From an optimization exercise on the open Yosys and OpenROAD flow, aimed at small area, a short achievable clock period and few clock cycles per item; shortcuts taken in it are not production practice.
At most, simulation tests tie the RTL to the original design; equivalence was not proved.
Power and IR drop assume default switching activity.

==> flow/design.v (excerpt) <==
module radio_pairing_slave_fsm_top (
	input  logic                                 clk,
	input  logic                                 arst_n,
	input  logic                                 cfg_we,
	input  logic [rpsf_pkg::CFG_IDX_W-1:0]       cfg_index,
	input  logic [rpsf_pkg::ADDR_W-1:0]          cfg_data,
	input  logic                                 poll_valid,
	output logic                                 poll_ready,
	input  logic                                 poll_enable,
	input  logic [rpsf_pkg::TIME_W-1:0]          poll_now_ms,
	input  logic                                 poll_rx_valid,
	input  logic [rpsf_pkg::LEN_W-1:0]           poll_rx_length,
	input  logic [rpsf_pkg::CMD_W-1:0]           poll_rx_command,
	input  logic [rpsf_pkg::WORD_W-1:0]          poll_rx_magic,
	input  logic [rpsf_pkg::ADDR_W-1:0]          poll_rx_granted_address,
	output logic                                 result_valid,
	input  logic                                 result_ready,
	output logic                                 result_send_valid,
	output logic                                 result_send_kind,
	output logic [rpsf_pkg::WORD_W-1:0]          result_send_word,
	output logic [rpsf_pkg::ADDR_W-1:0]          result_send_address,
	output logic [rpsf_pkg::ADDR_W-1:0]          result_link_address,
	output logic                                 result_rx_flush,
	output logic [rpsf_pkg::PHASE_W-1:0]         result_phase,
	output logic [rpsf_pkg::COUNT_W-1:0]         result_verify_count,
	output logic                                 result_finish
);
clock: 5.5 ns
lec_check: 0
cap_margin: 20
core_margin: 2
core_utilization: 65
cts_cluster_diameter: 100
cts_cluster_size: 30
setup_slack_margin: 2.8
slew_margin: 20
synth_hierarchical: 1
standard.sh (not shown) runs the stock make flow with config.mk's settings and CLKGATE_MAP_FILE= SYNTH_SCRIPT=/design/flow/synth_recipe.tcl, a recipe that flattens the netlist after the stock synthesis.
==> flow/flow/run.sh <==
#!/bin/bash
# Standard layout with two changes:
#  - the port buffers are the smallest buffer (buf_1) instead of the one
#    buffer_ports picks by default;
#  - the slow four-input OR/NOR cells, the three-input OR cells and the
#    4-stack AOI/OAI are added to
#    the don't-use list, so synthesis builds wide ORs from faster gates.
set -euo pipefail
export BUFFER_PORTS_ARGS="-buffer_cell sky130_fd_sc_hd__buf_1"
PLATFORM_DONT_USE="sky130_fd_sc_hd__lpflow_bleeder_1 sky130_fd_sc_hd__lpflow_clkbufkapwr_1 sky130_fd_sc_hd__lpflow_clkbufkapwr_16 sky130_fd_sc_hd__lpflow_clkbufkapwr_2 sky130_fd_sc_hd__lpflow_clkbufkapwr_4 sky130_fd_sc_hd__lpflow_clkbufkapwr_8 sky130_fd_sc_hd__lpflow_clkinvkapwr_1 sky130_fd_sc_hd__lpflow_clkinvkapwr_16 sky130_fd_sc_hd__lpflow_clkinvkapwr_2 sky130_fd_sc_hd__lpflow_clkinvkapwr_4 sky130_fd_sc_hd__lpflow_clkinvkapwr_8 sky130_fd_sc_hd__lpflow_decapkapwr_12 sky130_fd_sc_hd__lpflow_decapkapwr_3 sky130_fd_sc_hd__lpflow_decapkapwr_4 sky130_fd_sc_hd__lpflow_decapkapwr_6 sky130_fd_sc_hd__lpflow_decapkapwr_8 sky130_fd_sc_hd__lpflow_inputiso0n_1 sky130_fd_sc_hd__lpflow_inputiso0p_1 sky130_fd_sc_hd__lpflow_inputiso1n_1 sky130_fd_sc_hd__lpflow_inputiso1p_1 sky130_fd_sc_hd__lpflow_inputisolatch_1 sky130_fd_sc_hd__lpflow_isobufsrc_1 sky130_fd_sc_hd__lpflow_isobufsrc_16 sky130_fd_sc_hd__lpflow_isobufsrc_2 sky130_fd_sc_hd__lpflow_isobufsrc_4 sky130_fd_sc_hd__lpflow_isobufsrc_8 sky130_fd_sc_hd__lpflow_isobufsrckapwr_16 sky130_fd_sc_hd__lpflow_lsbuf_lh_hl_isowell_tap_1 sky130_fd_sc_hd__lpflow_lsbuf_lh_hl_isowell_tap_2 sky130_fd_sc_hd__lpflow_lsbuf_lh_hl_isowell_tap_4 sky130_fd_sc_hd__lpflow_lsbuf_lh_isowell_4 sky130_fd_sc_hd__lpflow_lsbuf_lh_isowell_tap_1 sky130_fd_sc_hd__lpflow_lsbuf_lh_isowell_tap_2 sky130_fd_sc_hd__lpflow_lsbuf_lh_isowell_tap_4 sky130_fd_sc_hd__probe_p_8 sky130_fd_sc_hd__probec_p_8 "
EXTRA_DONT_USE="sky130_fd_sc_hd__a2111o_1 sky130_fd_sc_hd__a2111o_2 sky130_fd_sc_hd__a2111o_4 sky130_fd_sc_hd__a2111oi_0 sky130_fd_sc_hd__a2111oi_1 sky130_fd_sc_hd__a2111oi_2 sky130_fd_sc_hd__a2111oi_4 sky130_fd_sc_hd__nor4_1 sky130_fd_sc_hd__nor4_2 sky130_fd_sc_hd__nor4_4 sky130_fd_sc_hd__nor4b_1 sky130_fd_sc_hd__nor4b_2 sky130_fd_sc_hd__nor4b_4 sky130_fd_sc_hd__nor4bb_1 sky130_fd_sc_hd__nor4bb_2 sky130_fd_sc_hd__nor4bb_4 sky130_fd_sc_hd__o2111a_1 sky130_fd_sc_hd__o2111a_2 sky130_fd_sc_hd__o2111a_4 sky130_fd_sc_hd__o2111ai_1 sky130_fd_sc_hd__o2111ai_2 sky130_fd_sc_hd__o2111ai_4 sky130_fd_sc_hd__or4_1 sky130_fd_sc_hd__or4_2 sky130_fd_sc_hd__or4_4 sky130_fd_sc_hd__or4b_1 sky130_fd_sc_hd__or4b_2 sky130_fd_sc_hd__or4b_4 sky130_fd_sc_hd__or4bb_1 sky130_fd_sc_hd__or4bb_2 sky130_fd_sc_hd__or4bb_4 sky130_fd_sc_hd__or3_1 sky130_fd_sc_hd__or3_2 sky130_fd_sc_hd__or3_4 sky130_fd_sc_hd__or3b_1 sky130_fd_sc_hd__or3b_2 sky130_fd_sc_hd__or3b_4"
bash standard.sh DONT_USE_CELLS="$PLATFORM_DONT_USE $EXTRA_DONT_USE" finish > standard_flow.log 2>&1
Testbench counts at the start, summed over its fixed seeds: cycles 24,008, items 24,000.
Edit:
--- a/flow/design.v
+++ b/flow/design.v
@@ -82,22 +82,23 @@
 	logic [rpsf_pkg::TMO_W-1:0]   verify_tmo_q;
 	logic [rpsf_pkg::TMO_W-1:0]   silent_done_q;
 	logic [rpsf_pkg::PHASE_W-1:0] phase_q;
 	logic [rpsf_pkg::TIME_W-1:0]  time_q;
 	logic [rpsf_pkg::COUNT_W-1:0] count_q;
 	logic                         goal_q;
 	logic [rpsf_pkg::ADDR_W-1:0]  link_q;
 	logic                         valid_q;
 	logic                         send_q;
 	logic                         event_q;
 	logic                         pong_q, request_q;
+	logic [rpsf_pkg::WORD_W-1:0]  word_sn, word_dn;
 	logic                         init1_q, init2_q;
 	logic [7:0]                   cfg_en;
 	logic [rpsf_pkg::ADDR_W-1:0]  cfg_wd [8];
 	logic                         fire;
 	logic                         in_idle, in_send, in_wait, in_verify, in_done;
 	logic                         resp_ok, ping_ok;
 	logic [rpsf_pkg::TMO_W-1:0]   now_lo, now_hi, tim_lo, tim_hi;
 	logic [rpsf_pkg::TMO_W-1:0]   hi_same, hi_next, csa_s, csa_c;
 	logic                         lo_ok;
 	logic [rpsf_pkg::TMO_W-1:0]   limit_n;
 	logic [rpsf_pkg::COUNT_W-1:0] count_inc;
@@ -116,23 +117,23 @@
 			0: cfg_rst = rpsf_pkg::DEFAULT_ADDRESS_RST;
 			1: cfg_rst = rpsf_pkg::ADDR_W'(rpsf_pkg::DEVICE_ID_RST);
 			2: cfg_rst = rpsf_pkg::ADDR_W'(rpsf_pkg::HOST_MAGIC_RST);
 			3: cfg_rst = rpsf_pkg::ADDR_W'(rpsf_pkg::SLAVE_MAGIC_RST);
 			4: cfg_rst = rpsf_pkg::ADDR_W'(rpsf_pkg::VERIFY_TARGET_RST);
 			5: cfg_rst = rpsf_pkg::ADDR_W'(rpsf_pkg::RESPONSE_TMO_RST);
 			6: cfg_rst = rpsf_pkg::ADDR_W'(rpsf_pkg::VERIFY_TMO_RST);
 			default: cfg_rst = rpsf_pkg::ADDR_W'(rpsf_pkg::SILENT_DONE_RST);
 		endcase
 	endfunction
 	rpsf_ao21 u_ready (.a(idle_ok_q), .b(result_ready), .c(cfg_ok_q), .y(poll_ready));
-	assign fire       = poll_valid && poll_ready;
+	assign fire       = poll_valid && (idle_ok_q || (result_ready && cfg_ok_q));
 	always_ff @(posedge clk or negedge arst_n) begin
 		if (!arst_n) begin
 			init1_q <= 1'b0;
 			init2_q <= 1'b0;
 		end else begin
 			init1_q <= 1'b1;
 			init2_q <= init1_q;
 		end
 	end
 	always_comb begin
 		for (int i = 0; i < 8; i++) begin
@@ -297,24 +298,27 @@
 			goal_q <= goal_d;
 			lim_resp_q <= lim_resp_d;
 			send_q  <= poll_enable && (in_send || (in_verify && ping_ok));
 			request_q <= poll_enable && in_send;
 			pong_q    <= poll_enable && in_verify && ping_ok;
 			event_q <= poll_enable && ((in_wait && resp_ok) || in_done);
 		end
 	end
 	assign result_valid        = valid_q;
 	assign result_send_valid   = send_q;
 	assign result_send_kind    = pong_q;
-	assign result_send_word    = (slave_magic_q & {rpsf_pkg::WORD_W{pong_q}})
-		| (device_id_q & {rpsf_pkg::WORD_W{request_q}});
+	rpsf_nand2x16 u_wd_sl (.x(slave_magic_q[15:0]), .s(pong_q), .yn(word_sn[15:0]));
+	rpsf_nand2x16 u_wd_sh (.x(slave_magic_q[31:16]), .s(pong_q), .yn(word_sn[31:16]));
+	rpsf_nand2x16 u_wd_dl (.x(device_id_q[15:0]), .s(request_q), .yn(word_dn[15:0]));
+	rpsf_nand2x16 u_wd_dh (.x(device_id_q[31:16]), .s(request_q), .yn(word_dn[31:16]));
+	assign result_send_word    = ~(word_sn & word_dn);
 	assign result_send_address = send_q ? link_q : '0;
 	assign result_link_address = link_q;
 	assign result_rx_flush     = event_q && !phase_q[2];
 	assign result_phase        = phase_q;
 	assign result_verify_count = count_q;
 	assign result_finish       = event_q && phase_q[2];
 endmodule
 module rpsf_carry16 (
 	input  logic [15:0] g,
 	input  logic [15:0] p,
 	output logic        c
After rerunning:
- routed wire length went up by about 5.6%
- first-iteration DRC count grows by 20%
- utilization goes down by 0.14 points
- via count goes up by about 2.6%
- power went down by about 0.5%
The RTL of the second run of this note was laid out without a check of its function.

[afterwards: timing with drivers on the ports]
The results above use ideal ports. As a check the final layouts listed here were re-extracted and re-timed, cells and wires unchanged.
Step 1: set_driving_cell puts a clkbuf_16 on clk and a buf_2 on each other input, an assumption about the parent block.
Step 2 times the ports against the registers' clock, not the clock port: input delays grow and output delays shrink by t, the midpoint of the rising clock arrivals with the driver on.
Slacks: no drivers / after step 1 / after step 2; pairs: no drivers / after step 1.
run	t (ns)	setup WS [ns]	worst setup path at the end	worst register clock-pin slew, ns	worst slew at a driven data input, ns
the first run	0.540	2.788 / 2.789 / 2.271	input to register	0.12 / 0.12	0.12
the second run	0.528	2.737 / 2.735 / 2.207	input to register	0.12 / 0.12	0.08
After both steps every run listed still meets setup and hold. The setup slack of the second run, which loses most, moves by -0.002 ns with the drivers and by -0.530 ns with both steps.
